This is an optimization exercise on Yosys and OpenROAD, whose aim is small area and a short achievable clock period, not a production implementation. In this exercise RTL edits were held to simulation tests only and were not proved equivalent to the original. No activity file was given, so power comes from the tool's default toggle rates.

==> flow/design.v <==
package data_ram_bytelane_pkg;
    localparam int DEFAULT_DATA_BUS_WIDTH    = 16;
    localparam int DEFAULT_ADDRESS_BUS_WIDTH = 16;
    function automatic int clog2(input int unsigned value);
        int result;
        result = 0;
        for (int i = 0; i < 32; i++) begin
            if ((32'd1 << i) < value) begin
                result = i + 1;
            end
        end
        clog2 = result;
    endfunction
endpackage
module data_ram_bytelane_byte_array #(
    parameter int NUM_ENTRIES = 32
) (
    input  logic                      clk,
    input  logic [NUM_ENTRIES-1:0]    i_wr_en,
    input  logic [7:0]                i_wr_data,
    output logic [8*NUM_ENTRIES-1:0]  o_bytes
);
    logic [7:0] r_mem [NUM_ENTRIES];
    always_ff @(posedge clk) begin
        for (int k = 0; k < NUM_ENTRIES; k++) begin
            if (i_wr_en[k]) begin
                r_mem[k] <= i_wr_data;
            end
        end
    end
    always_comb begin
        for (int k = 0; k < NUM_ENTRIES; k++) begin
            o_bytes[8*k +: 8] = r_mem[k];
        end
    end
endmodule
module data_ram_bytelane_rd_grp (
    input  logic [63:0] i_bytes,
    input  logic [7:0]  i_sel,
    output logic [7:0]  o_byte
);
    always_comb begin
        o_byte = 8'h00;
        for (int k = 0; k < 8; k++) begin
            o_byte = o_byte | (i_bytes[8*k +: 8] & {8{i_sel[k]}});
        end
    end
endmodule
module data_ram_bytelane_rd_out (
    input  logic [31:0] i_grp_o,
    input  logic [31:0] i_grp_e,
    input  logic [3:0]  i_sel_o,
    input  logic [3:0]  i_sel_e,
    input  logic        i_hold,
    input  logic [7:0]  i_cur,
    output logic [7:0]  o_next
);
    always_comb begin
        o_next = i_cur & {8{i_hold}};
        for (int g = 0; g < 4; g++) begin
            o_next = o_next | (i_grp_o[8*g +: 8] & {8{i_sel_o[g]}})
                            | (i_grp_e[8*g +: 8] & {8{i_sel_e[g]}});
        end
    end
endmodule
module data_ram_bytelane_rd_sel (
    input  logic [15:0] i_addr,
    input  logic        i_req_valid,
    input  logic        i_ready,
    input  logic        i_clear_req,
    input  logic        i_rnw,
    output logic [7:0]  o_mem_o,
    output logic [7:0]  o_mem_e,
    output logic [3:0]  o_l0_o,
    output logic [3:0]  o_l0_e,
    output logic [3:0]  o_l1_o,
    output logic [3:0]  o_l1_e,
    output logic        o_hold
);
    logic       a0;
    logic       rd;
    logic [3:0] grp;
    logic [3:0] grp_e;
    logic       wrap;
    always_comb begin
        a0 = i_addr[0];
        rd = i_req_valid && i_ready && !i_clear_req && i_rnw
             && (i_addr[15:6] == 10'd0) && !(&i_addr[5:0]);
        for (int l = 0; l < 8; l++) o_mem_o[l] = (i_addr[3:1] == 3'(l));
        for (int h = 0; h < 4; h++) grp[h] = (i_addr[5:4] == 2'(h));
        o_mem_e = a0 ? {o_mem_o[6:0], o_mem_o[7]} : o_mem_o;
        wrap    = a0 && (i_addr[3:1] == 3'd7);
        grp_e   = wrap ? {grp[2:0], 1'b0} : grp;
        o_l0_o  = grp   & {4{rd &&  a0}};
        o_l0_e  = grp_e & {4{rd && !a0}};
        o_l1_o  = grp   & {4{rd && !a0}};
        o_l1_e  = grp_e & {4{rd &&  a0}};
        o_hold  = !rd;
    end
endmodule
module data_ram_bytelane_wr_dec (
    input  logic [15:0] i_addr,
    input  logic [1:0]  i_byte_en,
    input  logic        i_req_valid,
    input  logic        i_ready,
    input  logic        i_clear_req,
    input  logic        i_rnw,
    input  logic        i_busy,
    output logic [31:0] o_en_e,
    output logic [31:0] o_en_o
);
    logic        a0;
    logic        wr;
    logic        we_e_lo;
    logic        we_e_hi;
    logic        we_o;
    logic [3:0]  hi;
    logic [7:0]  lo;
    logic [31:0] dec;
    logic [31:0] dec_up;
    always_comb begin
        a0 = i_addr[0];
        wr = i_req_valid && i_ready && !i_clear_req && !i_rnw && (i_addr[15:6] == 10'd0);
        for (int h = 0; h < 4; h++) hi[h] = (i_addr[5:4] == 2'(h));
        for (int l = 0; l < 8; l++) lo[l] = (i_addr[3:1] == 3'(l));
        for (int k = 0; k < 32; k++) dec[k] = hi[k / 8] && lo[k % 8];
        dec_up  = {dec[30:0], 1'b0};
        we_e_lo = wr && !a0 && i_byte_en[0];
        we_e_hi = wr &&  a0 && i_byte_en[1];
        we_o    = wr && (a0 ? i_byte_en[0] : i_byte_en[1]);
        for (int k = 0; k < 32; k++) begin
            o_en_e[k] = i_busy || (dec[k] && we_e_lo) || (dec_up[k] && we_e_hi);
            o_en_o[k] = i_busy || (dec[k] && we_o && !((k == 31) && a0));
        end
    end
endmodule
module data_ram_bytelane #(
    parameter int DATA_BUS_WIDTH    = data_ram_bytelane_pkg::DEFAULT_DATA_BUS_WIDTH,
    parameter int ADDRESS_BUS_WIDTH = data_ram_bytelane_pkg::DEFAULT_ADDRESS_BUS_WIDTH,
    parameter int NUM_BYTES         = 64
) (
    input  logic                          clk,
    input  logic                          rst_n,
    input  logic                          clear_req,
    input  logic                          req_valid,
    output logic                          req_ready,
    input  logic                          read_not_write,
    input  logic [ADDRESS_BUS_WIDTH-1:0]  address,
    input  logic [DATA_BUS_WIDTH/8-1:0]   byte_en,
    input  logic [DATA_BUS_WIDTH-1:0]     write_data,
    output logic                          rsp_valid,
    output logic                          rsp_err,
    output logic [DATA_BUS_WIDTH-1:0]     read_data,
    output logic                          busy
);
    localparam int IDX_W = data_ram_bytelane_pkg::clog2(NUM_BYTES);
    localparam int HALF  = NUM_BYTES / 2;
    logic        r_busy;
    logic        r_ready;
    logic        r_rsp_valid;
    logic        r_rsp_err;
    logic [15:0] r_rd_data;
    logic        w_err;
    logic        w_accept;
    logic        w_a0;
    logic [HALF-1:0] w_en_e;
    logic [HALF-1:0] w_en_o;
    logic [7:0]  w_wd_e;
    logic [7:0]  w_wd_o;
    logic [8*HALF-1:0] w_bytes_e;
    logic [8*HALF-1:0] w_bytes_o;
    logic [7:0]  w_mem_o;
    logic [7:0]  w_mem_e;
    logic [3:0]  w_l0_o;
    logic [3:0]  w_l0_e;
    logic [3:0]  w_l1_o;
    logic [3:0]  w_l1_e;
    logic        w_hold;
    logic [31:0] w_grp_o;
    logic [31:0] w_grp_e;
    logic [15:0] w_rd_next;
    always_comb begin
        w_err    = (address[ADDRESS_BUS_WIDTH-1:IDX_W] != '0) || (&address[IDX_W-1:0]);
        w_accept = req_valid && r_ready && !clear_req;
        w_a0     = address[0];
        w_wd_e   = r_busy ? 8'h00 : (w_a0 ? write_data[15:8] : write_data[7:0]);
        w_wd_o   = r_busy ? 8'h00 : (w_a0 ? write_data[7:0]  : write_data[15:8]);
    end
    data_ram_bytelane_wr_dec u_wr_dec (
        .i_addr      (address),
        .i_byte_en   (byte_en),
        .i_req_valid (req_valid),
        .i_ready     (r_ready),
        .i_clear_req (clear_req),
        .i_rnw       (read_not_write),
        .i_busy      (r_busy),
        .o_en_e      (w_en_e),
        .o_en_o      (w_en_o)
    );
    data_ram_bytelane_byte_array #(
        .NUM_ENTRIES (HALF)
    ) u_even (
        .clk       (clk),
        .i_wr_en   (w_en_e),
        .i_wr_data (w_wd_e),
        .o_bytes   (w_bytes_e)
    );
    data_ram_bytelane_byte_array #(
        .NUM_ENTRIES (HALF)
    ) u_odd (
        .clk       (clk),
        .i_wr_en   (w_en_o),
        .i_wr_data (w_wd_o),
        .o_bytes   (w_bytes_o)
    );
    data_ram_bytelane_rd_sel u_rd_sel (
        .i_addr      (address),
        .i_req_valid (req_valid),
        .i_ready     (r_ready),
        .i_clear_req (clear_req),
        .i_rnw       (read_not_write),
        .o_mem_o (w_mem_o),
        .o_mem_e (w_mem_e),
        .o_l0_o  (w_l0_o),
        .o_l0_e  (w_l0_e),
        .o_l1_o  (w_l1_o),
        .o_l1_e  (w_l1_e),
        .o_hold  (w_hold)
    );
    for (genvar g = 0; g < 4; g++) begin : g_grp
        data_ram_bytelane_rd_grp u_grp_o (
            .i_bytes (w_bytes_o[64*g +: 64]),
            .i_sel   (w_mem_o),
            .o_byte  (w_grp_o[8*g +: 8])
        );
        data_ram_bytelane_rd_grp u_grp_e (
            .i_bytes (w_bytes_e[64*g +: 64]),
            .i_sel   (w_mem_e),
            .o_byte  (w_grp_e[8*g +: 8])
        );
    end
    data_ram_bytelane_rd_out u_out_l0 (
        .i_grp_o (w_grp_o),
        .i_grp_e (w_grp_e),
        .i_sel_o (w_l0_o),
        .i_sel_e (w_l0_e),
        .i_hold  (w_hold),
        .i_cur   (r_rd_data[7:0]),
        .o_next  (w_rd_next[7:0])
    );
    data_ram_bytelane_rd_out u_out_l1 (
        .i_grp_o (w_grp_o),
        .i_grp_e (w_grp_e),
        .i_sel_o (w_l1_o),
        .i_sel_e (w_l1_e),
        .i_hold  (w_hold),
        .i_cur   (r_rd_data[15:8]),
        .o_next  (w_rd_next[15:8])
    );
    always_ff @(posedge clk or negedge rst_n) begin
        if (!rst_n) begin
            r_busy      <= 1'b1;
            r_ready     <= 1'b0;
            r_rsp_valid <= 1'b0;
            r_rsp_err   <= 1'b0;
            r_rd_data   <= 16'h0000;
        end else begin
            r_busy      <= clear_req;
            r_ready     <= !clear_req;
            r_rsp_valid <= w_accept;
            r_rsp_err   <= w_accept && w_err;
            r_rd_data   <= w_rd_next;
        end
    end
    assign req_ready = r_ready;
    assign busy      = r_busy;
    assign rsp_valid = r_rsp_valid;
    assign rsp_err   = r_rsp_err;
    assign read_data = r_rd_data;
endmodule
export LEC_CHECK = 0
export CAP_MARGIN = 20
export CORE_MARGIN = 2
export CORE_UTILIZATION = 50
export CTS_CLUSTER_DIAMETER = 100
export CTS_CLUSTER_SIZE = 30
export SETUP_SLACK_MARGIN = 1.5
export SLEW_MARGIN = 20
export SYNTH_HIERARCHICAL = 1
create_clock -name core_clock -period 4.0 [get_ports {clk}]
run.sh (not shown) runs the stock make flow with config.mk's settings and CLKGATE_MAP_FILE= SYNTH_SCRIPT=/design/flow/synth_recipe.tcl, a recipe that flattens the netlist after the stock synthesis.
The starting point passed the timing, design-rule and antenna checks.
==> next run, changes <==
CTS_CLUSTER_DIAMETER = not set   (was 100)
CTS_CLUSTER_SIZE = not set   (was 30)
SETUP_SLACK_MARGIN = 2.0   (was 1.5)
=> Worst hold slack barely changes. Worst setup slack is better by 0.12 ns. Register-to-register slack is better by 0.05 ns. Clock power climbs by well over a third. Area after synthesis is unchanged. Design area rises by about a fifth. Synthesized cell count stays the same. Routed wire length increases by a little under a tenth. Die area stays the same. Clock-buffer cell count climbs by 37. Maximum frequency rises by a few percent.
==> next run, changes <==
CTS_CLUSTER_DIAMETER = 100   (was not set)
CTS_CLUSTER_SIZE = 20   (was not set)
PLACE_DENSITY = 0.8   (was not set)
SETUP_SLACK_MARGIN = 1.5   (was 2.0)
Outcome: The new run completed without violations; via count fell by about 5%; cell area is lower by 14%; core utilization decreases by 9.3 points; global-route usage drops by 4.9 points; clock-buffer cell count fell by 17; fmax came out lower by 4.7%; area after synthesis is unchanged; routed wire length shrinks by about 15%; clock skew goes down by 0.0069 ns; worst hold slack improved by 0.19 ns; sequential power stays flat.
==> next run, changes <==
CORE_UTILIZATION = 60   (was 50)
PLACE_DENSITY = 0.75   (was 0.8)
Power falls by 0.47%.
Final cell count went down by 6.0%.
Synthesized cell count does not change.

==> port drivers added, routing unchanged <==
In the flow no input, the clock included, has a driving cell. The finished layouts below were timed again as built, in two steps. Step 1 (the two cells are an assumption about what drives the block):
set clk [get_ports {clk}]
set_driving_cell -lib_cell sky130_fd_sc_hd__clkbuf_16 $clk
set_driving_cell -lib_cell sky130_fd_sc_hd__buf_2 [delete_from_list [all_inputs] $clk]
Step 2 moves the port delays by t, midway between the first and last clock arrival at a register: inputs arrive t later, outputs are due t later. That takes back most of the time a late clock gives input paths. Three values: ideal ports, drivers, drivers and shift; two values: the first two.
run	shift t [ns]	slack for setup (ns)	pins driven straight from the clock port
the first run	0.617	1.446 / 1.467 / 0.850	1
the second run	0.635	1.571 / 1.578 / 0.943	1
the third run	0.641	1.453 / 1.446 / 0.805	1
the fourth run	0.629	1.498 / 1.507 / 0.891	1
After both steps every run listed still meets setup and hold. For the third run, which loses most, drivers alone change the setup slack by -0.007 ns; drivers and shift together by -0.648 ns.
